From an optimization exercise on the open Yosys and OpenROAD flow, aimed at small area, a short achievable clock period and few clock cycles per item; shortcuts taken in it are not production practice.
Function was checked by simulation only, so behaviour that the tests miss may differ from the original.
Power figures rest on the tool's default switching activity, not on a simulated workload.

==> flow/design.v <==
module alu #(
  parameter int WIDTH = 32
) (
  input  logic             clk,
  input  logic             rst_b,
  input  logic [3:0]       opcode,
  input  logic [WIDTH-1:0] ibus,
  output logic [WIDTH-1:0] obus,
  output logic             fin
);
  localparam logic [3:0] OP_ADD = 4'b0011;
  localparam logic [3:0] OP_SUB = 4'b0100;
  localparam logic [3:0] OP_SHR = 4'b0101;
  localparam logic [3:0] OP_SHL = 4'b0110;
  localparam logic [3:0] OP_AND = 4'b0111;
  localparam logic [3:0] OP_OR  = 4'b1000;
  localparam logic [3:0] OP_NEG = 4'b1001;
  localparam logic [3:0] OP_MUL = 4'b1010;
  localparam logic [3:0] OP_DIV = 4'b1011;
  function automatic logic [5:0] lzc32(input logic [31:0] v);
    logic [15:0] z1, c1;
    logic [7:0]  z2;
    logic [15:0] c2;
    logic [3:0]  z3;
    logic [11:0] c3;
    logic [1:0]  z4;
    logic [7:0]  c4;
    logic        z5;
    logic [4:0]  c5;
    for (int i = 0; i < 16; i++) begin
      z1[i] = ~(v[2*i+1] | v[2*i]);
      c1[i] = ~v[2*i+1];
    end
    for (int i = 0; i < 8; i++) begin
      z2[i] = z1[2*i+1] & z1[2*i];
      c2[2*i +: 2] = z1[2*i+1] ? {1'b1, c1[2*i]} : {1'b0, c1[2*i+1]};
    end
    for (int i = 0; i < 4; i++) begin
      z3[i] = z2[2*i+1] & z2[2*i];
      c3[3*i +: 3] = z2[2*i+1] ? {1'b1, c2[2*(2*i) +: 2]} : {1'b0, c2[2*(2*i+1) +: 2]};
    end
    for (int i = 0; i < 2; i++) begin
      z4[i] = z3[2*i+1] & z3[2*i];
      c4[4*i +: 4] = z3[2*i+1] ? {1'b1, c3[3*(2*i) +: 3]} : {1'b0, c3[3*(2*i+1) +: 3]};
    end
    z5 = z4[1] & z4[0];
    c5 = z4[1] ? {1'b1, c4[3:0]} : {1'b0, c4[7:4]};
    lzc32 = z5 ? 6'd32 : {1'b0, c5};
  endfunction
  function automatic logic [32:0] rev33(input logic [32:0] v);
    for (int i = 0; i < 33; i++) rev33[i] = v[32-i];
  endfunction
  logic st_idle, st_loady, st_exec, st_mstep, st_align, st_dstep, st_outq, st_outr;
  logic op_add, op_sub, op_neg, op_shr, op_shl, op_and, op_or, op_mul, op_div;
  logic [31:0] r_x;      
  logic [33:0] r_y;      
  logic [31:0] r_acc;    
  logic        r_qm1;
  logic [5:0]  r_cnt;
  logic [5:0]  r_lzx, r_lzy;
  logic        r_sx, r_sy, r_yz;
  logic        r_fx, r_fa;   
  logic        w_op_valid;
  logic [35:0] w_a, w_b, w_sum;
  logic        w_binv, w_ci;
  logic [35:0] w_cs_s, w_cs_c;
  logic        w_neg0;
  logic [32:0] w_sh_in, w_sh_out, w_shl;
  logic        w_sh_left, w_sh_fill;
  logic [4:0]  w_sh_amt;
  logic [31:0] w_alu;
  logic [5:0]  w_k;
  logic        w_dq;
  logic [5:0]  w_lzy, w_lzx;
  logic        w_mlast, w_dlast;
  assign w_op_valid = (opcode == OP_ADD) || (opcode == OP_SUB) || (opcode == OP_SHR) ||
                      (opcode == OP_SHL) || (opcode == OP_AND) || (opcode == OP_OR)  ||
                      (opcode == OP_NEG) || (opcode == OP_MUL) || (opcode == OP_DIV);
  always_comb begin
    logic [2:0]  b0, b1;
    logic        one0, two0, one1, two1, neg1;
    logic [35:0] ys, m0, m1, p0, p1, a;
    b0 = {r_x[1:0], r_qm1};
    b1 = r_x[3:1];
    one0 = b0[1] ^ b0[0];
    two0 = (b0 == 3'b011) || (b0 == 3'b100);
    w_neg0 = b0[2] & ~(b0[1] & b0[0]);
    one1 = b1[1] ^ b1[0];
    two1 = (b1 == 3'b011) || (b1 == 3'b100);
    neg1 = b1[2] & ~(b1[1] & b1[0]);
    ys = {{2{r_y[33]}}, r_y};
    m0 = ({36{one0}} & ys) | ({36{two0}} & {ys[34:0], 1'b0});
    m1 = ({36{one1}} & ys) | ({36{two1}} & {ys[34:0], 1'b0});
    p0 = m0 ^ {36{w_neg0}};
    p1 = {m1[33:0] ^ {34{neg1}}, neg1, neg1};
    a  = {{4{r_acc[31]}}, r_acc};
    w_cs_s = a ^ p0 ^ p1;
    w_cs_c = {(a[34:0] & p0[34:0]) | (a[34:0] & p1[34:0]) | (p0[34:0] & p1[34:0]), neg1};
  end
  always_comb begin
    logic        a_x, a_s, a_acc, b_x, b_y, b_c, b_acc;
    logic [35:0] bsrc;
    a_x   = st_exec & (op_add | op_sub);
    a_s   = st_mstep;
    a_acc = st_dstep;
    b_x   = st_loady | (st_exec & op_neg) | st_outq;    
    b_y   = (st_exec & ~op_neg) | st_dstep;              
    b_c   = st_mstep;
    b_acc = st_outr;                                     
    w_a   = ({36{a_x}} & {4'd0, r_x}) | ({36{a_s}} & w_cs_s) | ({36{a_acc}} & {4'd0, r_acc});
    bsrc  = ({36{b_x}} & {4'd0, r_x}) | ({36{b_y}} & {{2{r_y[33]}}, r_y}) |
            ({36{b_c}} & w_cs_c) | ({36{b_acc}} & {4'd0, r_acc});
    w_binv = (st_loady & r_x[31]) | (st_exec & (op_sub | op_neg)) | (st_dstep & ~r_sy) |
             (st_outq & (r_sx ^ r_sy)) | (st_outr & r_sx);
    w_b   = bsrc ^ {36{w_binv}};
    w_ci  = st_mstep ? w_neg0 : w_binv;
    w_sum = w_a + w_b + {35'd0, w_ci};
  end
  always_comb begin
    logic [32:0] vl;
    w_sh_left = st_align | op_shl;
    vl        = st_align ? r_y[32:0] : {1'b0, r_x};
    w_sh_in   = w_sh_left ? rev33(vl) : {r_x[31], r_x};
    w_sh_fill = ~w_sh_left & r_x[31];
    w_sh_amt  = st_align ? w_k[4:0] : r_y[4:0];
    w_sh_out  = 33'($signed({w_sh_fill, w_sh_in}) >>> w_sh_amt);
    w_shl     = rev33(w_sh_out);
  end
  assign w_alu = ({32{op_shr}} & w_sh_out[31:0]) | ({32{op_shl}} & w_shl[31:0]) |
                 ({32{op_and}} & (r_x & r_y[31:0])) | ({32{op_or}} & (r_x | r_y[31:0])) |
                 ({32{op_add | op_sub | op_neg}} & w_sum[31:0]);
  always_comb begin
    logic [5:0] l;
    l     = lzc32(ibus ^ {32{ibus[31]}});
    w_lzy = l[5] ? 6'd31 : l;
    w_lzx = lzc32(r_x ^ {32{r_x[31]}}) - {5'd0, r_x[31]};
  end
  assign w_k     = r_lzy - r_lzx;
  assign w_dq    = ~w_sum[35];
  assign w_mlast = (r_cnt[2:0] == 3'd7);
  assign w_dlast = (r_cnt == 6'd0);
  assign obus = ({32{r_fx}} & r_x) | ({32{r_fa}} & r_acc);
  always_ff @(posedge clk) begin
    if (rst_b) begin
      st_idle  <= 1'b1;
      st_loady <= 1'b0;
      st_exec  <= 1'b0;
      st_mstep <= 1'b0;
      st_align <= 1'b0;
      st_dstep <= 1'b0;
      st_outq  <= 1'b0;
      st_outr  <= 1'b0;
      r_fx     <= 1'b0;
      r_fa     <= 1'b0;
      fin      <= 1'b0;
    end else begin
      st_idle  <= (st_idle & ~w_op_valid) | st_exec | st_outr;
      st_loady <= st_idle & w_op_valid;
      st_exec  <= st_loady & ~op_mul & ~op_div;
      st_mstep <= (st_loady & op_mul) | (st_mstep & ~w_mlast);
      st_align <= st_loady & op_div;
      st_dstep <= (st_align & ~w_k[5] & ~r_yz) | (st_dstep & ~w_dlast);
      st_outq  <= (st_align & (w_k[5] | r_yz)) | (st_dstep & w_dlast);
      st_outr  <= (st_mstep & w_mlast) | st_outq;
      r_fx     <= (st_mstep & w_mlast) | st_outq;
      r_fa     <= st_exec | st_outr;
      fin      <= (st_mstep & w_mlast) | st_outq | st_exec | st_outr;
    end
  end
  always_ff @(posedge clk) begin
    if (st_idle) begin
      op_add <= (opcode == OP_ADD);
      op_sub <= (opcode == OP_SUB);
      op_neg <= (opcode == OP_NEG);
      op_shr <= (opcode == OP_SHR);
      op_shl <= (opcode == OP_SHL);
      op_and <= (opcode == OP_AND);
      op_or  <= (opcode == OP_OR);
      op_mul <= (opcode == OP_MUL);
      op_div <= (opcode == OP_DIV);
      r_x    <= ibus;
    end
    if (st_loady) begin
      r_y   <= {{2{ibus[31]}}, ibus};
      r_sy  <= ibus[31];
      r_yz  <= (ibus == 32'd0);
      r_lzy <= w_lzy;
      r_lzx <= w_lzx;
      r_sx  <= r_x[31];
      r_acc <= op_div ? w_sum[31:0] : 32'd0;
      r_qm1 <= 1'b0;
      r_cnt <= '0;
    end
    if (st_exec) r_acc <= w_alu;
    if (st_mstep) begin
      r_acc <= w_sum[35:4];
      r_x   <= {w_sum[3:0], r_x[31:4]};
      r_qm1 <= r_x[3];
      r_cnt <= r_cnt + 6'd1;
    end
    if (st_align) begin
      r_y   <= {r_sy, w_shl};
      r_cnt <= w_k;
      r_x   <= '0;
    end
    if (st_dstep) begin
      if (w_dq) r_acc <= w_sum[31:0];
      r_x   <= {r_x[30:0], w_dq};
      r_y   <= {r_y[33], r_y[33:1]};
      r_cnt <= r_cnt - 6'd1;
    end
    if (st_outq) r_x <= r_yz ? 32'hFFFF_FFFF : w_sum[31:0];
    if (st_outr && op_div) r_acc <= w_sum[31:0];
  end
endmodule
==> flow/run.sh <==
#!/bin/bash
# synth_recipe.tcl (not shown) runs the flow's synth.tcl, then flattens the netlist and writes it again
# the make line also repeats each setting of config.mk as NAME=value (left out here)
make -C /OpenROAD-flow-scripts/flow DESIGN_CONFIG=/design/flow/config.mk WORK_HOME=/design/flow/orfs CLKGATE_MAP_FILE= SYNTH_SCRIPT=/design/flow/synth_recipe.tcl finish
==> flow/config.mk <==
export PLATFORM = sky130hd
export DESIGN_NAME = alu
export DESIGN_NICKNAME = alu
export VERILOG_FILES = /design/flow/design.v
export SDC_FILE = /design/flow/constraint.sdc
export NUM_CORES = 4
export LEC_CHECK = 0
export CAP_MARGIN = 20
export CORE_MARGIN = 2
export CORE_UTILIZATION = 30
export SETUP_SLACK_MARGIN = 5
export SLEW_MARGIN = 20
==> flow/constraint.sdc <==
create_clock -name core_clock -period 10.0 [get_ports {clk}]
set_input_delay 2.0000 -clock core_clock [delete_from_list [all_inputs] [get_ports {clk}]]
set_output_delay 2.0000 -clock core_clock [all_outputs]
set_load 0.01 [all_outputs]
==> results of run 1 <==
## layout make-up
class                           instances  area (um2)
Fill cell                            6516       40300
Multi-Input combinational cell       2050       14900
Sequential cell                       138        3730
Timing Repair Buffer                  209        2040
Tap cell                              846        1060
Clock buffer                           17         425
Inverter                               86         325
Clock inverter                         15         154
Antenna cell                            2        5.00
## power groups by stage
stage / Sequential, mW / Combinational [mW] / Clock (mW)
4_1_cts: 0.921 / 1.92 / 0.648
2_1_floorplan: 0.798 / 1.23 / 0
3_5_place_dp: 0.941 / 1.71 / 0
5_1_grt: 0.939 / 2.20 / 0.672
6_report: 0.947 / 2.10 / 0.645
3_3_place_gp: 0.943 / 1.71 / 0
## layer usage
layer | share of wire | vias to the layer above | global-route usage
li1 | - | 9479 | -
met1 | 0.37 | 10600 | 0.364
met2 | 0.40 | 1966 | 0.405
met3 | 0.14 | 513 | 0.0837
met4 | 0.091 | 2 | 0.194
met5 | 0.0012 | - | 0
## registers in the layout (all words and copies together), names as in the netlist, 5 cells and up
register,cells
r_y,34
r_cnt,6
r_lzy,5
r_x,32
r_acc,32
r_lzx,6
## metrics by stage
stage | instance area, um2 | instances
6_report | 22600 | 3363
2_1_floorplan | 19100 | 2527
3_3_place_gp | 20300 | 3246
4_1_cts | 22000 | 3334
5_1_grt | 22600 | 3361
3_5_place_dp | 20300 | 3246
## final timing paths
check / startpoint / end / slack [ps] / cells past startpoint
worst max register to register: st_align / r_acc[20] / 4650 / 11
worst min-delay path: op_mul / st_exec / 440 / 1
worst max-delay path: st_align / r_acc[20] / 4650 / 11
worst min register to register: op_mul / st_exec / 440 / 1
## what timing repair did
item | CTS | global route
pin swaps | 24 | 28
hold endpoints to repair | 0 | 0
gates resized for setup | 102 | 78
buffers inserted | 49 | 23
cloned | 7 | 4
setup endpoints to repair | 59 | 50
## cells in the mapped netlist (all sizes together), types with 14 or more instances
| cell | instances |
|---|---|
| nand2 | 246 |
| o21ai | 211 |
| nor2 | 199 |
| clkbuf | 177 |
| a21oi | 174 |
| edfxtp | 96 |
| a22oi | 91 |
| xnor2 | 87 |
| inv | 85 |
| buf | 82 |
| nand3 | 80 |
| a221oi | 76 |
| xor2 | 62 |
| o211ai | 54 |
| a221o | 52 |
| ha | 51 |
| mux2i | 51 |
| nand2b | 50 |
| nor3 | 48 |
| a21o | 43 |
| dfxtp | 42 |
| mux2 | 41 |
| a22o | 39 |
| fa | 38 |
| a31oi | 33 |
| o22ai | 29 |
| a211oi | 28 |
| and2 | 20 |
| and3 | 17 |
| nor2b | 17 |
| o221ai | 16 |
| or3 | 14 |
## worst max-delay path, cell delays in order (launching register included)
cell,delay (ps)
dfxtp_4,760
buf_6,550
inv_2,290
buf_4,350
mux2i_1,360
o22ai_1,180
o221ai_1,890
a21oi_2,390
a221o_1,570
a221oi_1,500
or4_1,180
o211ai_1,70
## cell families (layout without fill, tap and decap cells)
kind of cell	Yosys count	count (layout)	synth area share
flops	138	138	0.195
mux	100	106	0.0607
buf+inv	345	327	0.0749
compound gates	964	964	0.348
other cells	0	2	0
fa+ha+maj	89	89	0.0732
simple gates	742	742	0.179
xor+xnor	149	149	0.0687
==> impl_metrics.toml, run 1 <==
[detailed_routing]
wire_per_inst_um = 29.1
drc = 0
ant_nets = 0
via_per_inst = 6.72
via_count = 22600
drt-total-wl_um = 97900
first_pass_iters = 10
drt_iter0_drc = 4073

[timing]
worst_clock_skew_ps = 13.8
finalSetupViolCount = 0
relSlewSlack = 0.195
slew_viol_final = 0
holdWs_ps = 441
finalCriticalPeriod_ps = 5350
hold_viol = 0
tightestPinTransition_ps = 1210
finalWorstSetupSlack_ps = 4650
post-route-period-util = 0.535
max_freq_mhz = 187
rsz0062_at_grt = "true"
tns_ps = 0

[placement]
dp_slack_ps = 3640
numPortBuffers = 70
place_congestion = 1.01
place.detailed.hpwl_um = 67100

[clocking]
clk_pin_slew_worst_paths_ps = 70
cts_root_buf = "clkbuf_16"
clock_path_buffers = 2
cts_hold_buf = 0
cts.htree.levels = 4
clk_latency_ps = 460
numCtsBuffers = 17
cts_tree = "built"
clkSinkCount = 138

[die]
die_height_um = 256
die_area_mm2 = 0.0657
pin_count = 71
start_util = 0.303
core_mm2 = 0.0630
dieWidth_um = 256
rows = 92

[finish]
final_cell_mix = "236 x nand2_1, 195 x nor2_1, 185 x o21ai_0, 167 x a21oi_1, 112 x buf_4"
area_growth_pct = 18.5
final_core_util = 0.359
layout.nets = 2629
final_common_cell = "nand2_1"
drive_above_1_share = 0.146

[synthesis]
syn_area_per_cell_um2 = 7.56
syn_nets = 2654
ys_ff_latch = 138
synth.distinct_cells = 87
synth-edff-count = 96
ys.flop_type = "edfxtp_1"
synthArstFlopShare = 0
synth.top_cell.area_share = 0.151
syn_inst = 2527
yosys_warnings = 1
synthesis.area_mm2 = 0.0191
ys_seq_area_frac = 0.195
yosysTopAreaCell = "edfxtp_1"
synth.area.top_cells = "edfxtp_1 15%, o21ai_0 5.3%, nand2_1 4.8%"

[power_and_ir_drop]
power_switching_share = 0.491
internal-power_mw = 1.88
clock_power_share = 0.175
seqPwrFrac = 0.257
p_per_area_mw_per_mm2 = 163
pwr-share-comb = 0.569
peakVddDrop_mv = 0.133
leakage_nw = 8.16
power_mw = 3.69
power_switching_mw = 1.81

[global_routing]
grt_pass1_vias = 20200
grtUsageTotal = 0.283
grt_overflow = 0
grt_pass1_wl_um = 140000
grt_max_degree = 81
grt_antenna_before_repair = 2

[job]
maxCapViolCount = 0

[critical_path]
critPathKind = "flip-flop to flip-flop"
required_ps = 10330
endpoint_kind = "flip-flop"
cp.arrival_ps = 5670
crit_fanout = 80
start_kind = "flip-flop"

[min_path]
min_path_type = "flip-flop to flip-flop"

[outcome]
status = "complete, no violations"
Testbench counts, summed over its fixed seeds: cycles 17,807, ops 3,200.
==> run 2: changes to the inputs <==
--- a/flow/config.mk
+++ b/flow/config.mk
@@ -8,5 +8,4 @@
 export CAP_MARGIN = 20
 export CORE_MARGIN = 2
-export CORE_UTILIZATION = 30
-export SETUP_SLACK_MARGIN = 5
+export CORE_UTILIZATION = 40
 export SLEW_MARGIN = 20
==> run 2 against run 1 <==
  * Sequential power rose by 1%
  * Via count fell by 3.0%
  * Design area fell by 8.9%
  * Non-clock buffer count fell by 74
  * Utilization rose by 7.5 points
  * Register-to-register slack got worse by 1700 ps
  * First-iteration DRC count fell by 6.9%
  * Area after synthesis did not move
  * Final cell count fell by 9.2%
  * Critical path type unchanged
  * Critical endpoint is now r_acc[27]
  * Highest routed layer unchanged
==> impl_metrics.toml, run 2 <==
[global_routing]
grt_antenna_before_repair = 4
grt_pass1_vias = 20200
grt_pass1_wl_um = 136000
grt_overflow = 0
grt_max_degree = 69
grtUsageTotal = 0.366

[placement]
dpl_cell_area_mm2 = 0.0200
post-place-cells = 3017
numPortBuffers = 70
place_congestion = 1.06
place.detailed.hpwl_um = 68400

[synthesis]
ys.flop_type = "edfxtp_1"
ys_ff_latch = 138
synth.area.top_cells = "edfxtp_1 15%, o21ai_0 5.3%, nand2_1 4.8%"
synth.top_cell.area_share = 0.151
yosys_warnings = 1
syn_area_per_cell_um2 = 7.56
synth.distinct_cells = 87
synthArstFlopShare = 0
syn_nets = 2654
syn_inst = 2527
ys_seq_area_frac = 0.195
synth_most_common_cell = "nand2_1"
synth_commonest_cells = "245 x nand2_1, 203 x o21ai_0, 198 x nor2_1"
yosysTopAreaCell = "edfxtp_1"
synthesis.area_mm2 = 0.0191
synth-edff-count = 96

[power_and_ir_drop]
seqPwrFrac = 0.280
peakVddDrop_mv = 0.208
p_per_area_mw_per_mm2 = 167
clock_power_share = 0.193
power_switching_mw = 1.70
pwr-share-comb = 0.527
leakage_nw = 7.55
power_switching_share = 0.496
internal-power_mw = 1.73
power_mw = 3.43

[finish]
multiInputGateArea_mm2 = 0.0140
largest_reg_flops = 34
layout.nets = 2549
drive_above_1_share = 0.0739
area_growth_pct = 7.89
final_core_util = 0.434
top_register = "r_y"
design_area_mm2 = 0.0206
largest_registers = "r_y x34, r_acc x32, r_x x32"
final_cell_mix = "245 x nand2_1, 203 x o21ai_0, 196 x nor2_1, 173 x a21oi_1, 96 x edfxtp_1"
regArea_mm2 = 0.00373
final_common_cell = "nand2_1"
instances_no_fill = 3052
n_fill_cell = 4821

[clocking]
clk_latency_ps = 460
cts_tree = "built"
numCtsBuffers = 17
cts_hold_buf = 0
post-cts-setup-buffers = 0
cts.htree.levels = 4
clk_pin_slew_worst_paths_ps = 70
cts_root_buf = "clkbuf_16"
clkSinkCount = 138
cts_resized = 0
clock_path_buffers = 2

[critical_path]
endpoint_kind = "flip-flop"
cp.arrival_ps = 7340
start_kind = "flip-flop"
crit_start = "r_x[1]"
critPathKind = "flip-flop to flip-flop"
required_ps = 10300
r2r_start = "r_x[1]"
rrSetupSlack_ps = 2960
crit_fanout = 34

[timing]
hold_viol = 0
relSlewSlack = 0.280
tightestPinTransition_ps = 1070
worst_clock_skew_ps = 12.0
finalSetupViolCount = 0
finalCriticalPeriod_ps = 7040
tns_ps = 0
post-route-period-util = 0.704
max_freq_mhz = 142
slew_viol_final = 0
rsz0062_at_grt = "false"

[detailed_routing]
ant_nets = 0
drc = 0
drt_iter0_drc = 3790
via_per_inst = 7.18
wire_per_inst_um = 30.8
via_count = 21900
drt-total-wl_um = 93900
first_pass_iters = 6

[die]
die_area_mm2 = 0.0495
rows = 80
pin_count = 71
core_mm2 = 0.0474
dieWidth_um = 223
start_util = 0.403
die_height_um = 223

[outcome]
status = "complete, no violations"

[job]
maxCapViolCount = 0

[min_path]
min_from = "op_mul"
min_path_type = "flip-flop to flip-flop"
-- run 2: cell type report --
class                           instances  share of cell area
Clock buffer                           19              0.0231
Sequential cell                       138               0.181
Clock inverter                         13             0.00595
Tap cell                              615              0.0373
Antenna cell                            2            0.000243
Timing Repair Buffer                  135              0.0577
Inverter                               86              0.0157
Multi-Input combinational cell       2044               0.679
-- run 2: cell families (layout without fill, tap and decap cells) --
logic type               count (synthesis)  in the layout  synth area share
AO/OA/AOI/OAI                          964            964             0.348
AND/OR/NAND/NOR                        742            742             0.179
buffers and inverters                  345            253            0.0749
XOR/XNOR                               149            149            0.0687
flip-flops                             138            138             0.195
multiplexers                           100            100            0.0607
adder cells (fa/ha/maj)                 89             89            0.0732
other                                    0              2                 0
-- run 2: power groups by stage --
stage                     clock [mW]  sequential, mW  combinational [mW]
after floorplan                    0           0.798                1.23
after global placement             0           0.948                1.70
after detailed placement           0           0.947                1.73
after CTS                      0.662           0.937                1.74
after global routing           0.686           0.954                1.92
final                          0.663           0.961                1.81
-- run 2: metal layers --
layer  share of wire  track usage
met1            0.38        0.474
met2            0.41        0.536
met3            0.13        0.102
met4           0.078        0.229
met5         0.00027            0
-- run 2: path summary, 6_finish.rpt --
check              end  depth (start not counted)
max reg2reg  r_acc[27]                         20
min reg2reg    st_exec                          1
max          r_acc[27]                         20
min            st_exec                          1
-- run 2: worst max-delay path, cell delays in order, from the launching register on --
cell	delay, ps
edfxtp_1	710
inv_1	280
ha_1	350
buf_4	390
a22oi_1	190
xnor2_1	200
fa_1	400
o21ai_0	150
a221oi_1	80
xor2_1	190
ha_1	400
a211oi_1	340
o21bai_1	210
a311oi_1	560
nor2_1	110
nor3_1	410
or4b_4	240
nand3_1	430
buf_4	400
nor2_1	570
o22ai_1	220
-- run 2: through the flow --
stage               setup slack (ps)  hold WS, ps
floorplan                       4720          418
CTS                             2950          475
detailed placement              2960          450
finish                          2960          478
global placement                3270          452
global route                    2610          486
==> run 3: changes to the inputs <==
--- a/flow/design.v
+++ b/flow/design.v
@@ -51,5 +51,5 @@
     for (int i = 0; i < 33; i++) rev33[i] = v[32-i];
   endfunction
-  logic st_idle, st_loady, st_exec, st_mstep, st_align, st_dstep, st_outq, st_outr;
+  logic st_idle, st_loady, st_mstep, st_align, st_dstep, st_outq, st_outr;
   logic op_add, op_sub, op_neg, op_shr, op_shl, op_and, op_or, op_mul, op_div;
   logic [31:0] r_x;      
@@ -99,17 +99,18 @@
   end
   always_comb begin
-    logic        a_x, a_s, a_acc, b_x, b_y, b_c, b_acc;
+    logic        b_i, a_x, a_s, a_acc, b_x, b_y, b_c, b_acc;
     logic [35:0] bsrc;
-    a_x   = st_exec & (op_add | op_sub);
+    a_x   = st_loady & (op_add | op_sub);
     a_s   = st_mstep;
     a_acc = st_dstep;
-    b_x   = st_loady | (st_exec & op_neg) | st_outq;    
-    b_y   = (st_exec & ~op_neg) | st_dstep;              
+    b_x   = (st_loady & ~op_add & ~op_sub) | st_outq;   
+    b_i   = st_loady & (op_add | op_sub);                
+    b_y   = st_dstep;                                    
     b_c   = st_mstep;
     b_acc = st_outr;                                     
     w_a   = ({36{a_x}} & {4'd0, r_x}) | ({36{a_s}} & w_cs_s) | ({36{a_acc}} & {4'd0, r_acc});
-    bsrc  = ({36{b_x}} & {4'd0, r_x}) | ({36{b_y}} & {{2{r_y[33]}}, r_y}) |
+    bsrc  = ({36{b_x}} & {4'd0, r_x}) | ({36{b_i}} & {4'd0, ibus}) | ({36{b_y}} & {{2{r_y[33]}}, r_y}) |
             ({36{b_c}} & w_cs_c) | ({36{b_acc}} & {4'd0, r_acc});
-    w_binv = (st_loady & r_x[31]) | (st_exec & (op_sub | op_neg)) | (st_dstep & ~r_sy) |
+    w_binv = (st_loady & (op_div ? r_x[31] : (op_sub | op_neg))) | (st_dstep & ~r_sy) |
              (st_outq & (r_sx ^ r_sy)) | (st_outr & r_sx);
     w_b   = bsrc ^ {36{w_binv}};
@@ -123,10 +124,10 @@
     w_sh_in   = w_sh_left ? rev33(vl) : {r_x[31], r_x};
     w_sh_fill = ~w_sh_left & r_x[31];
-    w_sh_amt  = st_align ? w_k[4:0] : r_y[4:0];
+    w_sh_amt  = st_align ? w_k[4:0] : ibus[4:0];
     w_sh_out  = 33'($signed({w_sh_fill, w_sh_in}) >>> w_sh_amt);
     w_shl     = rev33(w_sh_out);
   end
   assign w_alu = ({32{op_shr}} & w_sh_out[31:0]) | ({32{op_shl}} & w_shl[31:0]) |
-                 ({32{op_and}} & (r_x & r_y[31:0])) | ({32{op_or}} & (r_x | r_y[31:0])) |
+                 ({32{op_and}} & (r_x & ibus)) | ({32{op_or}} & (r_x | ibus)) |
                  ({32{op_add | op_sub | op_neg}} & w_sum[31:0]);
   always_comb begin
@@ -145,5 +146,4 @@
       st_idle  <= 1'b1;
       st_loady <= 1'b0;
-      st_exec  <= 1'b0;
       st_mstep <= 1'b0;
       st_align <= 1'b0;
@@ -155,7 +155,6 @@
       fin      <= 1'b0;
     end else begin
-      st_idle  <= (st_idle & ~w_op_valid) | st_exec | st_outr;
+      st_idle  <= (st_idle & ~w_op_valid) | (st_loady & ~op_mul & ~op_div) | st_outr;
       st_loady <= st_idle & w_op_valid;
-      st_exec  <= st_loady & ~op_mul & ~op_div;
       st_mstep <= (st_loady & op_mul) | (st_mstep & ~w_mlast);
       st_align <= st_loady & op_div;
@@ -164,6 +163,6 @@
       st_outr  <= (st_mstep & w_mlast) | st_outq;
       r_fx     <= (st_mstep & w_mlast) | st_outq;
-      r_fa     <= st_exec | st_outr;
-      fin      <= (st_mstep & w_mlast) | st_outq | st_exec | st_outr;
+      r_fa     <= (st_loady & ~op_mul & ~op_div) | st_outr;
+      fin      <= (st_mstep & w_mlast) | st_outq | (st_loady & ~op_mul & ~op_div) | st_outr;
     end
   end
@@ -188,9 +187,8 @@
       r_lzx <= w_lzx;
       r_sx  <= r_x[31];
-      r_acc <= op_div ? w_sum[31:0] : 32'd0;
+      r_acc <= op_div ? w_sum[31:0] : op_mul ? 32'd0 : w_alu;
       r_qm1 <= 1'b0;
       r_cnt <= '0;
     end
-    if (st_exec) r_acc <= w_alu;
     if (st_mstep) begin
       r_acc <= w_sum[35:4];
--- a/flow/config.mk
+++ b/flow/config.mk
@@ -9,3 +9,4 @@
 export CORE_MARGIN = 2
 export CORE_UTILIZATION = 40
+export SETUP_SLACK_MARGIN = 5
 export SLEW_MARGIN = 20
==> run 3 against run 2 <==
  * Clock skew is 5.9 ps higher
  * Final cell count is 1.5% lower
  * Synthesized cell count is 6.0% lower
  * Worst setup slack better by 1600 ps
  * Area after synthesis is 3.4% lower
  * Highest routed layer unchanged
  * Sequential share of layout area is 1.5 points lower
  * Sequential power is 1% higher
  * Global-route usage is 6.0 points higher
  * Via count is 0.21% higher
==> impl_metrics.toml, run 3 <==
[critical_path]
cp.arrival_ps = 5770
start_kind = "input port"
endpoint_kind = "flip-flop"
critPathKind = "input port to flip-flop"
crit_fanout = 33
required_ps = 10350

[die]
rows = 78
die_height_um = 219
dieWidth_um = 219
die_area_mm2 = 0.0479
start_util = 0.406
pin_count = 71
core_mm2 = 0.0455

[synthesis]
syn_nets = 2503
yosys_warnings = 1
ys_seq_area_frac = 0.201
ys_ff_latch = 137
synth_most_common_cell = "nand2_1"
syn_inst = 2376
synth.distinct_cells = 96
synth.area.top_cells = "edfxtp_1 16%, xnor2_1 5.3%, nand2_1 5.2%"
synthesis.area_mm2 = 0.0185
synth.top_cell.area_share = 0.156
ys.flop_type = "edfxtp_1"
synth-edff-count = 96
yosysTopAreaCell = "edfxtp_1"
synthArstFlopShare = 0
syn_area_per_cell_um2 = 7.77
synth_commonest_cells = "255 x nand2_1, 180 x a21oi_1, 172 x clkbuf_1"

[timing]
slew_viol_final = 0
finalWorstSetupSlack_ps = 4580
tightestPinTransition_ps = 1220
worst_clock_skew_ps = 17.9
hold_viol = 0
relSlewSlack = 0.184
finalCriticalPeriod_ps = 5420
max_freq_mhz = 185
rsz0062_at_grt = "true"
tns_ps = 0
finalSetupViolCount = 0
holdWs_ps = 691
post-route-period-util = 0.542

[global_routing]
grt_max_degree = 65
grt_pass1_vias = 20100
grt_pass1_wl_um = 146000
busiest_layer = "met2"
grtUsageTotal = 0.425
use_met1 = 0.547
met2_usage = 0.571
grtUsageMet3 = 0.189
grt_antenna_before_repair = 1
grt_overflow = 0

[finish]
top_register = "r_y"
design_area_mm2 = 0.0223
area_growth_pct = 21.1
largest_reg_flops = 34
final_common_cell = "nand2_1"
final_cell_mix = "251 x nand2_1, 167 x a21oi_1, 153 x nor2_1, 128 x buf_4, 120 x o21ai_0"
drive_above_1_share = 0.187
layout.nets = 2518
n_fill_cell = 4477
largest_registers = "r_y x34, r_acc x32, r_x x32"

[placement]
place_congestion = 1.03
dpl_cell_area_mm2 = 0.0196
numPortBuffers = 70
place.detailed.hpwl_um = 70000
dp_slack_ps = 3210

[detailed_routing]
via_per_inst = 7.31
via_count = 22000
drt_iter0_drc = 4455
first_pass_iters = 10
wire_per_inst_um = 34.4
ant_nets = 0
drc = 0
drt-total-wl_um = 104000

[clocking]
cts_root_buf = "clkbuf_16"
cts_hold_buf = 0
clk_latency_ps = 500
numCtsBuffers = 17
cts.htree.levels = 4
cts_tree = "built"
clk_pin_slew_worst_paths_ps = 70
clock_path_buffers = 2
clkSinkCount = 137

[power_and_ir_drop]
p_per_area_mw_per_mm2 = 183
leakage_nw = 8.25
peakVddDrop_mv = 0.137
power_mw = 4.09

[outcome]
status = "complete, no violations"

[min_path]
min_path_type = "flip-flop to flip-flop"

[job]
maxCapViolCount = 0
==> run 3: changes by cell type after synthesis, moves of 25 or more <==
cell	change
o21ai_0	-66
nand3_1	-45
nor2_1	-41
o221ai_1	+30
o21ai_1	+28
xnor2_1	+25
==> run 3: stage by stage <==
step,instances,util
after floorplan,2376,-
after global placement,2875,0.430
after detailed placement,2876,0.430
after CTS,2971,0.471
after global routing,3004,0.491
final,3005,0.491
==> run 3: timing repair <==
item | CTS | global route
resized for setup | 150 | 125
pin swaps | 49 | 63
setup buffers | 52 | 32
setup endpoints to repair | 81 | 60
gates cloned | 11 | 1
hold endpoints to repair | 0 | 0
==> run 3: report_power, final <==
group          internal, mW  leakage, nW  total, mW  switching, mW
Combinational         0.920         6.67       2.43           1.51
Clock                 0.381        0.291      0.689          0.308
Sequential            0.729         1.29      0.973          0.245
==> run 3: final cells by class <==
cell class,instances,area (um2),area share
flip-flops and latches,137,3720,0.166
clock inverters,11,109,0.00487
multi-input cells,1921,14800,0.662
clock buffers,21,493,0.0221
repair buffers,228,2150,0.0963
inverters,86,329,0.0147
diodes,1,2.50,0.000112
well taps,600,751,0.0336
==> run 3: cell families after synthesis <==
| group | share of synthesized area |
|---|---|
| compound gates | 0.355 |
| xor+xnor | 0.0725 |
| fa+ha+maj | 0.0758 |
| buf+inv | 0.0726 |
| flops | 0.201 |
| mux | 0.0725 |
| simple gates | 0.151 |
==> run 3: final timing paths <==
check / start / to / cells past startpoint / slack [ps]
setup reg to reg: r_x[1] / r_acc[14] / 23 / 4610
setup / recovery: ibus[1] / r_acc[29] / 11 / 4580
hold / removal: st_idle / op_mul / 0 / 690
hold reg to reg: st_idle / op_mul / 0 / 690
==> run 3: per-layer routing <==
layer | share of wire | vias to the layer above | routed length (um)
li1 | - | 8973 | -
met1 | 0.37 | 10500 | 38100
met2 | 0.38 | 1988 | 39700
met3 | 0.16 | 489 | 16900
met4 | 0.085 | 4 | 8780
met5 | 0.00054 | - | 56
==> run 3: critical path, stage by stage <==
cell	delay [ps]
dlygate4sd2_1	260
buf_12	150
mux2i_2	130
buf_4	360
o22ai_1	180
o211ai_1	630
o21ai_1	330
o21ai_0	630
a21oi_1	220
a2111oi_0	760
o21ai_1	100
Testbench counts of run 3, summed over its fixed seeds: cycles 15,577, ops 3,200.
==> run 4: changes to the inputs <==
--- a/flow/design.v
+++ b/flow/design.v
@@ -58,5 +58,4 @@
   logic        r_qm1;
   logic [5:0]  r_cnt;
-  logic [5:0]  r_lzx, r_lzy;
   logic        r_sx, r_sy, r_yz;
   logic        r_fx, r_fa;   
@@ -133,9 +132,9 @@
   always_comb begin
     logic [5:0] l;
-    l     = lzc32(ibus ^ {32{ibus[31]}});
+    l     = lzc32(r_y[31:0] ^ {32{r_sy}});
     w_lzy = l[5] ? 6'd31 : l;
-    w_lzx = lzc32(r_x ^ {32{r_x[31]}}) - {5'd0, r_x[31]};
-  end
-  assign w_k     = r_lzy - r_lzx;
+    w_lzx = lzc32(r_acc[31:0]);
+  end
+  assign w_k     = w_lzy - w_lzx;
   assign w_dq    = ~w_sum[35];
   assign w_mlast = (r_cnt[2:0] == 3'd7);
@@ -184,6 +183,4 @@
       r_sy  <= ibus[31];
       r_yz  <= (ibus == 32'd0);
-      r_lzy <= w_lzy;
-      r_lzx <= w_lzx;
       r_sx  <= r_x[31];
       r_acc <= op_div ? w_sum[31:0] : op_mul ? 32'd0 : w_alu;
--- a/flow/config.mk
+++ b/flow/config.mk
@@ -6,4 +6,5 @@
 export NUM_CORES = 4
 export LEC_CHECK = 0
+export ABC_AREA = 1
 export CAP_MARGIN = 20
 export CORE_MARGIN = 2
==> run 4 against run 3 <==
  * Still clean on timing, DRC and antenna
  * Critical path depth increased by 14
  * Design area decreased by 0.97%
  * First-iteration DRC count increased by 5.3%
==> impl_metrics.toml, run 4 <==
[critical_path]
endpoint_kind = "flip-flop"
cpMostUsedCell = "nand2_1"
crit_fanout = 17
cp_top_family = "compound AO/OA/AOI/OAI gates"
path_buf_inv = 6
critPathKind = "flip-flop to flip-flop"
slowest_delay_ps = 590
crit_start = "r_x[0]"
start_kind = "flip-flop"
cpMaxStageDelayCell = "o221ai_1"
required_ps = 10380
r2r_start = "r_x[0]"
cp.arrival_ps = 5540
reg2reg_depth = 25
rrSetupSlack_ps = 4840
r2r-end = "r_acc[26]"

[synthesis]
synthMuxAreaShare = 0.000562
syn_nets = 2980
ys_seq_area_frac = 0.189
yosys.area_share.simple = 0.323
ys_ff_latch = 126
synth_xor_area_frac = 0.0643
ys.flop_type = "edfxtp_1"
synthesis.area_mm2 = 0.0178
synth-edff-count = 85
synth.top_cell.area_share = 0.152
synth_most_common_cell = "nand2_1"
synth_top_family_by_area = "simple AND/OR/NAND/NOR gates"
synth_commonest_cells = "719 x nand2_1, 381 x nand3_1, 315 x inv_1"
syn_inst = 2856
synth.area.top_cells = "nand2_1 15%, edfxtp_1 14%, nand3_1 11%"
syn_area_per_cell_um2 = 6.24
synth.distinct_cells = 58
synth_compound_area_frac = 0.234
yosysTopAreaCell = "nand2_1"
synthArstFlopShare = 0
yosys_warnings = 1
synthAdderAreaFrac = 0.0764

[min_path]
holdPathEnd = "st_outq"
min_from = "r_cnt[5]"
whs_path_depth = 3
min_path_type = "flip-flop to flip-flop"

[die]
die_area_mm2 = 0.0462
rows = 77
die_height_um = 215
pin_count = 71
dieWidth_um = 215
core_mm2 = 0.0441
start_util = 0.404

[power_and_ir_drop]
power_mw = 4.19
internal-power_mw = 1.92
pwr-share-comb = 0.630
power_switching_mw = 2.27
power_switching_share = 0.541
p_per_area_mw_per_mm2 = 189
clock_power_share = 0.159
leakage_nw = 9.61
seqPwrFrac = 0.211
peakVddDrop_mv = 0.151

[timing]
rsz0062_at_grt = "true"
max_freq_mhz = 194
worst_clock_skew_ps = 13.0
finalCriticalPeriod_ps = 5160
hold_viol = 0
slew_viol_final = 0
finalSetupViolCount = 0
tns_ps = 0
relSlewSlack = 0.272
tightestPinTransition_ps = 1080
holdWs_ps = 634
post-route-period-util = 0.516

[global_routing]
grt_pass1_vias = 21500
grt_antenna_before_repair = 3
grt_overflow = 0
grt_pass1_wl_um = 156000
grtUsageTotal = 0.465
grt_max_degree = 67

[detailed_routing]
wire_per_inst_um = 32.7
first_pass_iters = 10
drc = 0
via_count = 24100
ant_nets = 0
drt-total-wl_um = 115000
via_per_inst = 6.84
drt_iter0_drc = 4693

[finish]
design_area_mm2 = 0.0221
largest_registers = "r_y x34, r_acc x32, r_x x32"
area_growth_pct = 24.2
largest_reg_flops = 34
final_common_cell = "nand2_1"
drive_above_1_share = 0.152
top_register = "r_y"
final_core_util = 0.501
final_cell_mix = "689 x nand2_1, 353 x nand3_1, 286 x inv_1, 168 x o21ai_0, 151 x a21oi_1"
layout.nets = 3037

[clocking]
clk_pin_slew_worst_paths_ps = 70
cts_hold_buf = 0
cts.htree.levels = 4
cts_tree = "built"
clock_path_buffers = 2
clk_latency_ps = 500
numCtsBuffers = 17
cts_root_buf = "clkbuf_16"
clkSinkCount = 126

[placement]
place.detailed.hpwl_um = 80500
numPortBuffers = 70
place_congestion = 1.04
dpl_cell_area_mm2 = 0.0188

[job]
maxCapViolCount = 0

[outcome]
status = "complete, no violations"
run 4: layer usage:
metal  part of all wire  routed length [um]  track usage
met5            0.00066                  76            0
met4              0.099               11400        0.360
met3               0.14               16100        0.135
met2               0.40               46500        0.675
met1               0.36               41000        0.578
run 4: how the worst max path moves through the flow:
stage / endpoint / slack, ps / cells past startpoint
after detailed placement: r_acc[30] / 3530 / 28
after CTS: r_acc[7] / 4950 / 18
after floorplan: r_x[30] / 5340 / 21
final: r_acc[26] / 4840 / 25
after global routing: r_acc[25] / 4730 / 25
after global placement: r_acc[18] / 3030 / 28
run 4: metrics by stage:
step / cells / setup slack (ps)
CTS: 3450 / 4950
global placement: 3388 / 3030
detailed placement: 3388 / 3530
floorplan: 2856 / 5340
finish: 3519 / 4840
global route: 3518 / 4730
run 4: what timing repair did:
action / CTS / global route
resized for setup: 140 / 274
buffers inserted: 25 / 55
gates cloned: 5 / 13
pin swaps: 18 / 49
endpoints found under the setup margin: 94 / 95
run 4: kinds of logic (layout without fill, tap and decap cells):
family                   count (synthesis)  in the layout
other                                    0              1
buffers and inverters                  500            568
AO/OA/AOI/OAI                          691            691
multiplexers                             1              1
XOR/XNOR                               130            130
AND/OR/NAND/NOR                       1322           1324
adder cells (fa/ha/maj)                 86             86
flip-flops                             126            126
run 4: cell type report:
cell class	instances	area, um2
Timing Repair Buffer	201	2120
Tap cell	592	741
Fill cell	4655	22000
Timing Repair inverter	5	72.6
Multi-Input combinational cell	2232	13800
Antenna cell	1	2.50
Inverter	330	1390
Sequential cell	126	3380
Clock buffer	21	462
Clock inverter	11	115
run 4: power by group through the flow:
stage	sequential [mW]	combinational (mW)	clock, mW
after floorplan	0.774	1.39	0
after global placement	0.867	2.09	0
after detailed placement	0.867	2.09	0
after CTS	0.852	2.22	0.661
after global routing	0.879	2.77	0.678
final	0.882	2.64	0.668
run 4: tightest hold or removal path, stage by stage (launching register included):
cell	delay, ps
edfxtp_1	380
nor3_1	80
nand4_1	70
a21oi_1	60
Testbench counts of run 4, summed over its fixed seeds: cycles 15,434, ops 3,200.
==> run 5: changes to the inputs <==
--- a/flow/config.mk
+++ b/flow/config.mk
@@ -6,5 +6,4 @@
 export NUM_CORES = 4
 export LEC_CHECK = 0
-export ABC_AREA = 1
 export CAP_MARGIN = 20
 export CORE_MARGIN = 2
==> run 5 against run 4 <==
  * Synthesized cell count decreased by 21%
  * Fmax decreased by 4.9%
  * Area after synthesis decreased by 0.28%
  * Design area increased by 6.6%
  * Worst hold slack got worse by 25 ps
  * Largest power group unchanged
  * Critical path depth decreased by 12
  * Register-to-register slack got worse by 250 ps
  * Sequential share of layout area decreased by 0.91 points
  * Highest routed layer unchanged
  * Clock power increased by 1%
  * Final cell count decreased by 16%
  * Global-route usage decreased by 0.57 points
  * Still clean
==> impl_metrics.toml, run 5 <==
[critical_path]
slowest_delay_ps = 730
cp_cell_sequence = "clkdlybuf4s50_1 > a221oi_1 > xor2_1 > ha_1 > nand2_1 > o31ai_2 > nand2_1 > nand4_1 > a2111oi_4 > buf_6 > buf_6 > o31a_4 > a311o_1"
required_ps = 10390
start_kind = "input port"
endpoint_kind = "flip-flop"
critPathKind = "input port to flip-flop"
cp.arrival_ps = 5820
crit_fanout = 6
cpMaxStageDelayCell = "clkdlybuf4s50_1"

[die]
dieWidth_um = 215
start_util = 0.403
pin_count = 71
rows = 77
core_mm2 = 0.0440
die_height_um = 215
die_area_mm2 = 0.0461

[timing]
worst_clock_skew_ps = 14.8
hold_viol = 0
max_freq_mhz = 184
finalCriticalPeriod_ps = 5430
post-route-period-util = 0.543
relSlewSlack = 0.156
rsz0062_at_grt = "true"
finalSetupViolCount = 0
tightestPinTransition_ps = 1260
tns_ps = 0
slew_viol_final = 0

[clocking]
cts.htree.levels = 4
cts_root_buf = "clkbuf_16"
clk_latency_ps = 500
clock_path_buffers = 2
clk_pin_slew_worst_paths_ps = 70
cts_tree = "built"
clkSinkCount = 126
numCtsBuffers = 17

[finish]
largest_reg_flops = 34
final_cell_mix = "201 x nand2_1, 157 x buf_4, 140 x nor2_1, 114 x a21oi_1, 85 x edfxtp_1"
drive_above_1_share = 0.290
top_register = "r_y"
final_common_cell = "nand2_1"
area_growth_pct = 32.8
n_fill_cell = 4135
design_area_mm2 = 0.0236
layout.nets = 2483
largest_registers = "r_y x34, r_acc x32, r_x x32"

[synthesis]
synth-edff-count = 85
syn_inst = 2249
yosys_warnings = 1
synth_most_common_cell = "nand2_1"
ys_ff_latch = 126
synth.top_cell.area_share = 0.144
yosysTopAreaCell = "edfxtp_1"
synth.area.top_cells = "edfxtp_1 14%, mux2i_1 5.7%, dfxtp_1 4.6%"
synthesis.area_mm2 = 0.0178
ys.flop_type = "edfxtp_1"
syn_nets = 2373
synthArstFlopShare = 0
syn_area_per_cell_um2 = 7.90
synth.distinct_cells = 87
synth_commonest_cells = "213 x nand2_1, 160 x nor2_1, 150 x a21oi_1"
ys_seq_area_frac = 0.190

[detailed_routing]
via_per_inst = 7.52
via_count = 22300
routed-wl-met2_um = 44500
drt_iter0_drc = 4104
first_pass_iters = 7
wire_per_inst_um = 37.4
m1WireLength_um = 40000
ant_nets = 0
routed.top_layer = "met5"
drc = 0
routed-wl-met3_um = 17200
drt-total-wl_um = 111000

[placement]
numPortBuffers = 70
dpl_cell_area_mm2 = 0.0188
place.detailed.hpwl_um = 70900
place_congestion = 1.01

[global_routing]
grt_antenna_before_repair = 1
grt_max_degree = 65
grtUsageTotal = 0.459
grt_overflow = 0
grt_pass1_wl_um = 152000
grt_pass1_vias = 20500

[power_and_ir_drop]
p_per_area_mw_per_mm2 = 199
peakVddDrop_mv = 0.157
leakage_nw = 8.92

[min_path]
min_path_type = "flip-flop to flip-flop"

[job]
maxCapViolCount = 0

[outcome]
status = "complete, no violations"
## run 5: changes by cell type after synthesis, moves of 74 or more
cell,change
nand3_1,-330
mux2i_1,+101
a221oi_1,+74
nand2_1,-506
o22ai_1,-115
inv_1,-251
a22oi_1,+78
## run 5: worst paths after layout
path	from	end	slack (ps)	cells after the start
hold reg to reg	st_align	r_cnt[0]	610	2
setup / recovery	ibus[29]	r_acc[21]	4570	13
hold / removal	st_align	r_cnt[0]	610	2
setup reg to reg	r_x[0]	r_acc[21]	4590	21
## run 5: cell type report
class | count | area, um2 | area share
Multi-Input combinational cell | 1855 | 15800 | 0.668
Tap cell | 592 | 741 | 0.0314
Clock inverter | 15 | 164 | 0.00695
Clock buffer | 17 | 425 | 0.0180
Timing Repair Buffer | 292 | 2850 | 0.121
Sequential cell | 126 | 3390 | 0.144
Antenna cell | 2 | 5.00 | 0.000212
Inverter | 67 | 251 | 0.0107
## run 5: where the power goes
part / internal (mW) / total, mW / switching [mW] / leakage (nW)
combinational: 1.21 / 3.01 / 1.80 / 7.46
sequential: 0.679 / 0.999 / 0.320 / 1.18
clock: 0.369 / 0.678 / 0.308 / 0.280
total: 2.26 / 4.68 / 2.43 / 8.92
## run 5: repair_timing
item,CTS,global route
setup endpoints to repair,92,79
hold buffers,0,0
pin swaps,97,122
setup buffers,105,60
resized for setup,302,255
cloned,15,5
## run 5: through the flow
stage / worst slack (ps) / instances / power [mW] / util / hold WS [ps]
after floorplan: 5010 / 2249 / 2.27 / - / 424
after detailed placement: 2840 / 2747 / 3.11 / 0.427 / 601
final: 4570 / 2966 / 4.68 / 0.536 / 609
after global routing: 4460 / 2964 / 4.79 / 0.536 / 636
after global placement: 2850 / 2747 / 3.09 / 0.427 / 603
after CTS: 4830 / 2899 / 4.19 / 0.496 / 615
## run 5: layer usage
layer / vias up / GRT usage
met1: 10800 / 0.579
met3: 562 / 0.168
met4: 2 / 0.310
li1: 8826 / -
met2: 2116 / 0.651
met5: - / 0
## run 5: cells by family (layout without fill, tap and decap cells)
| group | Yosys count | after routing | synth area share |
|---|---|---|---|
| AO/OA/AOI/OAI | 817 | 825 | 0.327 |
| AND/OR/NAND/NOR | 609 | 612 | 0.158 |
| buffers and inverters | 284 | 391 | 0.0647 |
| multiplexers | 179 | 184 | 0.111 |
| XOR/XNOR | 148 | 148 | 0.0730 |
| flip-flops | 126 | 126 | 0.190 |
| adder cells (fa/ha/maj) | 86 | 86 | 0.0766 |
| other | 0 | 2 | 0 |
## run 5: worst max-delay path: cells and delay by family
family                   cells  cell delay, ps
AO/OA/AOI/OAI                5            1620
buffers and inverters        3            1050
AND/OR/NAND/NOR              3             530
adder cells (fa/ha/maj)      1             480
XOR/XNOR                     1             110
==> run 6: changes to the inputs <==
--- a/flow/config.mk
+++ b/flow/config.mk
@@ -6,4 +6,5 @@
 export NUM_CORES = 4
 export LEC_CHECK = 0
+export ABC_AREA = 1
 export CAP_MARGIN = 20
 export CORE_MARGIN = 2
@@ -11,2 +12,3 @@
 export SETUP_SLACK_MARGIN = 5
 export SLEW_MARGIN = 20
+export TNS_END_PERCENT = 0
==> run 6 against run 5 <==
  * Still clean on timing, DRC and antenna
  * Worst setup slack better by 230 ps
  * Sequential power down 12%
  * Sequential cell count did not move
  * Register-to-register slack better by 310 ps
  * Clock skew about the same
  * Global-route usage grew 0.092 points
  * Fmax is 4.4% higher
  * Worst hold slack better by 24 ps
  * Area after synthesis is 0.28% higher
  * Routed wire length up 0.25%
  * Largest power group unchanged
==> impl_metrics.toml, run 6 <==
[finish]
layout.nets = 3001
largest_reg_flops = 34
design_area_mm2 = 0.0213
largest_registers = "r_y x34, r_acc x32, r_x x32"
area_growth_pct = 19.5
drive_above_1_share = 0.123
top_register = "r_y"
final_cell_mix = "690 x nand2_1, 355 x nand3_1, 295 x inv_1, 170 x o21ai_0, 150 x a21oi_1"
final_common_cell = "nand2_1"

[synthesis]
synth_most_common_cell = "nand2_1"
ys.flop_type = "edfxtp_1"
synth-edff-count = 85
syn_nets = 2980
synth.distinct_cells = 58
synthesis.area_mm2 = 0.0178
ys_seq_area_frac = 0.189
yosysTopAreaCell = "nand2_1"
ys_ff_latch = 126
syn_inst = 2856
synth_commonest_cells = "719 x nand2_1, 381 x nand3_1, 315 x inv_1"
yosys_warnings = 1
synthArstFlopShare = 0
synth.area.top_cells = "nand2_1 15%, edfxtp_1 14%, nand3_1 11%"
syn_area_per_cell_um2 = 6.24
synth.top_cell.area_share = 0.152

[clocking]
cts.htree.levels = 4
clk_pin_slew_worst_paths_ps = 70
cts_root_buf = "clkbuf_16"
cts_tree = "built"
clk_latency_ps = 500
cts_hold_buf = 0
clkSinkCount = 126
clock_path_buffers = 2
numCtsBuffers = 17

[placement]
dpl_cell_area_mm2 = 0.0188
numPortBuffers = 70
place_congestion = 1.04
place.detailed.hpwl_um = 80500

[timing]
relSlewSlack = 0.321
tightestPinTransition_ps = 1020
finalSetupViolCount = 0
max_freq_mhz = 192
worst_clock_skew_ps = 14.8
tns_ps = 0
slew_viol_final = 0
finalCriticalPeriod_ps = 5200
rsz0062_at_grt = "true"
hold_viol = 0
post-route-period-util = 0.520

[global_routing]
grt_pass1_vias = 21500
grt_antenna_before_repair = 3
grt_max_degree = 67
grt_pass1_wl_um = 154000
grt_overflow = 0
grtUsageTotal = 0.460

[critical_path]
required_ps = 8000
critPathKind = "flip-flop to primary output"
start_kind = "flip-flop"
crit_fanout = 42
endpoint_kind = "primary output"
cp.arrival_ps = 3200

[detailed_routing]
via_per_inst = 6.79
first_pass_iters = 12
ant_nets = 0
via_count = 23600
wire_per_inst_um = 31.9
drt_iter0_drc = 4168
drt-total-wl_um = 111000
drc = 0

[power_and_ir_drop]
peakVddDrop_mv = 0.148
leakage_nw = 9.27
p_per_area_mw_per_mm2 = 189

[die]
core_mm2 = 0.0441
rows = 77
start_util = 0.404
pin_count = 71
die_area_mm2 = 0.0462
die_height_um = 215
dieWidth_um = 215

[min_path]
min_path_type = "flip-flop to flip-flop"

[outcome]
status = "complete, no violations"

[job]
maxCapViolCount = 0
-- run 6: cell types whose count changed in the layout (fill, tap and decap cells not counted), moves of 49 or more --
cell,before,now
a221oi_1,55,4
a22oi_1,72,12
buf_4,157,72
inv_1,58,295
mux2_2,58,0
mux2i_1,79,0
nand2_1,201,690
nand3_1,42,355
nor2_1,140,91
o21ai_0,81,170
o22ai_1,13,131
xnor2_1,64,8
-- run 6: worst max-delay path, cell delays in order, from the launching register on --
cell and delay, ps:
dfxtp_1 300, buf_4 420, inv_1 90, buf_4 330, o22ai_1 790, clkdlybuf4s50_1 700
-- run 6: what timing repair did --
action | in CTS | in global routing
buffers inserted | 21 | 33
resized for setup | 119 | 205
pin swaps | 13 | 33
hold endpoints to repair | 0 | 0
setup endpoints to repair | 94 | 97
gates cloned | 2 | 6
-- run 6: final timing paths --
path,end,cells past startpoint,startpoint,slack (ps)
setup / recovery,obus[14],5,r_fx,4800
hold / removal,st_outq,3,r_cnt[5],630
setup reg to reg,r_x[30],21,st_outq,4900
hold reg to reg,st_outq,3,r_cnt[5],630
-- run 6: cells by family (layout without fill, tap and decap cells) --
| logic type | Yosys count | after routing | synth area share |
|---|---|---|---|
| flops | 126 | 126 | 0.189 |
| compound gates | 691 | 691 | 0.234 |
| mux | 1 | 1 | 0.000562 |
| fa+ha+maj | 86 | 86 | 0.0764 |
| simple gates | 1322 | 1324 | 0.323 |
| buf+inv | 500 | 532 | 0.113 |
| xor+xnor | 130 | 130 | 0.0643 |
| other cells | 0 | 2 | 0 |
-- run 6: through the flow --
stage	utilization	total power [mW]	std cells	hold slack, ps	setup WS [ps]
floorplan	-	2.17	2856	513	5340
global placement	0.427	2.96	3388	614	3030
detailed placement	0.427	2.96	3388	622	3530
CTS	0.454	3.71	3443	631	4940
global route	0.482	4.17	3482	675	4850
finish	0.482	4.02	3484	633	4800
-- run 6: final cells by class --
cell class,instances,area [um2]
Fill cell,4728,22800
Multi-Input combinational cell,2232,13500
Sequential cell,126,3380
Timing Repair Buffer,168,1700
Inverter,330,1350
Tap cell,592,741
Clock buffer,21,462
Clock inverter,11,115
Timing Repair inverter,2,22.5
Antenna cell,2,5.00
-- run 6: routing by layer --
metal,track usage,routed length [um],vias to the layer above
met5,0,168,-
met4,0.353,10700,4
met3,0.136,14700,553
met2,0.675,45600,2124
met1,0.566,40000,11000
li1,-,-,9928
-- run 6: where the power goes --
part           switching [mW]  internal [mW]
clock                   0.291          0.378
combinational            1.69          0.783
sequential              0.198          0.681
==> run 7: changes to the inputs <==
--- a/flow/design.v
+++ b/flow/design.v
@@ -115,5 +115,5 @@
     w_b   = bsrc ^ {36{w_binv}};
     w_ci  = st_mstep ? w_neg0 : w_binv;
-    w_sum = w_a + w_b + {35'd0, w_ci};
+    w_sum = 36'(({w_a, w_ci} + {w_b, w_ci}) >> 1);
   end
   always_comb begin
==> run 7 against run 6 <==
  * Global-route usage increased by 2.5 points
  * Critical endpoint is now r_x[29]
  * Critical path depth grew 18
  * Non-clock buffer count increased by 15
  * Sequential share of layout area decreased by 0.41 points
  * Still clean on timing, DRC and antenna
  * Critical path type is now flip-flop to flip-flop
  * Clock power fell by 0.7%
  * Clock-buffer cell count down 4
  * Die area is 1.1% higher
  * Design area grew 2.6%
  * Largest power group unchanged
  * First-iteration DRC count grew 6.8%
==> impl_metrics.toml, run 7 <==
[outcome]
status = "complete, no violations"

[synthesis]
syn_nets = 3041
synth.distinct_cells = 60
synth.top_cell.area_share = 0.155
ys_seq_area_frac = 0.187
synth.area.top_cells = "nand2_1 16%, edfxtp_1 14%, nand3_1 11%"
yosys_warnings = 1
syn_inst = 2917
synth_most_common_cell = "nand2_1"
ys_ff_latch = 126
synth-edff-count = 85
ys.flop_type = "edfxtp_1"
synthArstFlopShare = 0
yosysTopAreaCell = "nand2_1"
synth_commonest_cells = "745 x nand2_1, 394 x nand3_1, 328 x inv_1"
synthesis.area_mm2 = 0.0180
syn_area_per_cell_um2 = 6.18

[min_path]
whs_path_depth = 0
min_path_type = "flip-flop to flip-flop"
holdPathEnd = "r_sx"
min_from = "r_x[31]"

[finish]
drive_above_1_share = 0.140
final_common_cell = "nand2_1"
top_register = "r_y"
largest_reg_flops = 34
n_fill_cell = 4603
final_cell_mix = "720 x nand2_1, 377 x nand3_1, 298 x inv_1, 179 x o21ai_0, 153 x a21oi_1"
largest_registers = "r_y x34, r_acc x32, r_x x32"
final_core_util = 0.493
area_growth_pct = 21.2
layout.nets = 3081

[critical_path]
endpoint_kind = "flip-flop"
path_buf_inv = 4
cpMaxStageDelayCell = "fa_1"
crit_fanout = 6
cpMostUsedCell = "nand2_1"
start_kind = "flip-flop"
r2r-end = "r_x[29]"
reg2reg_depth = 23
rrSetupSlack_ps = 4820
slowest_delay_ps = 530
critPathKind = "flip-flop to flip-flop"
cp.arrival_ps = 5410
cp_cell_sequence = "buf_4 > ha_1 > inv_1 > nand2_1 > o21ai_4 > buf_4 > o22ai_2 > xor2_2 > fa_1 > o221ai_1 > ha_2 > a21oi_2 > nor2_1 > nor2_2 > o21ai_2 > nand2_1 > nand2_1 > nand3_1 > nand2_1 > or2_1 > and2_2 > o22ai_1 > inv_1"
required_ps = 10230
cp_top_family = "simple AND/OR/NAND/NOR gates"
r2r_start = "r_x[1]"

[global_routing]
grt_pass1_vias = 21900
grt_max_degree = 61
grtUsageTotal = 0.485
grt_antenna_before_repair = 7
grt_pass1_wl_um = 162000
grt_overflow = 0

[power_and_ir_drop]
leakage_nw = 9.69
p_per_area_mw_per_mm2 = 188
peakVddDrop_mv = 0.110
power_mw = 4.11

[timing]
finalWorstSetupSlack_ps = 4820
holdWs_ps = 518
finalSetupViolCount = 0
finalCriticalPeriod_ps = 5180
post-route-period-util = 0.518
max_freq_mhz = 193
rsz0062_at_grt = "true"
hold_viol = 0
worst_clock_skew_ps = 14.7
tightestPinTransition_ps = 1160
relSlewSlack = 0.216
slew_viol_final = 0
tns_ps = 0

[clocking]
cts_root_buf = "clkbuf_16"
clkSinkCount = 126
clk_pin_slew_worst_paths_ps = 70
clk_latency_ps = 490
numCtsBuffers = 17
clock_path_buffers = 2
cts_tree = "built"
cts.htree.levels = 4

[placement]
dp_slack_ps = 3440
place.detailed.hpwl_um = 87000
place_congestion = 1.11
numPortBuffers = 70

[detailed_routing]
via_count = 24800
first_pass_iters = 8
drt_iter0_drc = 4452
drc = 0
wire_per_inst_um = 33.8
ant_nets = 0
drt-total-wl_um = 120000
via_per_inst = 6.95

[die]
start_util = 0.407
pin_count = 71
core_mm2 = 0.0443
rows = 77
dieWidth_um = 216
die_area_mm2 = 0.0468
die_height_um = 216

[job]
maxCapViolCount = 0
==> run 7: changes by cell type after synthesis, moves of 7 or more <==
cell / previous run / this run
a22oi_1: 14 / 4
clkbuf_1: 93 / 108
o221ai_1: 58 / 65
nor2_1: 102 / 110
buf_1: 20 / 13
inv_1: 315 / 328
nand3_1: 381 / 394
nand4_1: 47 / 36
nand2_1: 719 / 745
nand3b_1: 10 / 19
o21ai_0: 187 / 198
==> run 7: final cells by class <==
cell class / count / area [um2] / area share
flip-flops and latches: 126 / 3380 / 0.155
clock inverters: 15 / 149 / 0.00682
diodes: 5 / 12.5 / 0.000573
multi-input cells: 2279 / 13800 / 0.634
well taps: 592 / 741 / 0.0339
inverters: 347 / 1440 / 0.0657
clock buffers: 17 / 425 / 0.0195
repair buffers: 183 / 1810 / 0.0828
repair inverters: 3 / 33.8 / 0.00155
==> run 7: routing by layer <==
layer  GRT usage  up-vias  part of all wire
met5     0.00104        -           0.00021
met4       0.343        4             0.094
met3       0.173      615              0.15
met2       0.692     2400              0.40
met1       0.604    11600              0.35
li1            -    10100                 -
==> run 7: repair_timing <==
action | 4_1_cts | 5_1_grt
pin swaps | 8 | 42
hold buffers | 0 | 0
gates resized for setup | 90 | 266
cloned | 2 | 9
setup buffers | 18 | 50
setup endpoints to repair | 98 | 94
==> run 7: report_power, final <==
group | total [mW] | internal (mW) | switching [mW]
sequential | 0.854 | 0.679 | 0.175
clock | 0.664 | 0.332 | 0.332
combinational | 2.59 | 0.802 | 1.79
total | 4.11 | 1.81 | 2.29
==> run 7: per-stage QoR <==
stage | cell area, um2 | cells
floorplan | 18000 | 2917
global placement | 19100 | 3451
detailed placement | 19100 | 3451
CTS | 20200 | 3503
global route | 21800 | 3562
finish | 21800 | 3567
==> run 7: how the worst max path moves through the flow <==
stage / from / end / slack, ps / cells after the start
6_report: r_x[1] / r_x[29] / 4820 / 23
2_1_floorplan: ibus[17] / r_acc[27] / 5560 / 20
3_3_place_gp: r_acc[31] / r_acc[14] / 3410 / 25
5_1_grt: r_x[1] / r_x[30] / 4830 / 24
4_1_cts: ibus[18] / r_acc[22] / 4860 / 21
3_5_place_dp: r_acc[31] / r_acc[22] / 3440 / 25
==> run 7: kinds of logic after synthesis <==
logic type | after synthesis | synth area share
AO/OA/AOI/OAI | 701 | 0.233
XOR/XNOR | 128 | 0.0626
adder cells (fa/ha/maj) | 86 | 0.0751
buffers and inverters | 516 | 0.114
flip-flops | 126 | 0.187
multiplexers | 1 | 0.000556
AND/OR/NAND/NOR | 1359 | 0.327
Testbench counts of run 7, summed over its fixed seeds: cycles 15,434, ops 3,200.

-- what the ideal ports hide --
The results above use ideal ports. As a check the final layouts listed here were re-extracted and re-timed, cells and wires unchanged. Step 1 (the two cells are an assumption about what drives the block):
set clk [get_ports {clk}]
set_driving_cell -lib_cell sky130_fd_sc_hd__clkbuf_16 $clk
set_driving_cell -lib_cell sky130_fd_sc_hd__buf_2 [delete_from_list [all_inputs] $clk]
Step 2 times the ports against the registers' clock, not the clock port: input delays grow and output delays shrink by t, the midpoint of the rising clock arrivals with the driver on. Three values: ideal ports, drivers, drivers and shift; two values: the first two.
run	t, ns	setup WS [ns]	clock arrival spread, ns
run 1	0.509	4.653 / 4.653 / 4.653	0.013 / 0.014
run 2	0.506	2.964 / 2.964 / 2.964	0.012 / 0.013
run 3	0.554	4.583 / 4.606 / 4.073	0.018 / 0.018
run 4	0.550	4.837 / 4.837 / 4.388	0.013 / 0.013
run 5	0.554	4.573 / 4.591 / 4.046	0.015 / 0.015
run 6	0.550	4.800 / 4.741 / 4.358	0.015 / 0.015
run 7	0.542	4.823 / 4.823 / 4.409	0.015 / 0.015
After both steps setup and hold are still met in every run listed. For run 5, which loses most, drivers alone change the setup slack by +0.018 ns; drivers and shift together by -0.527 ns.
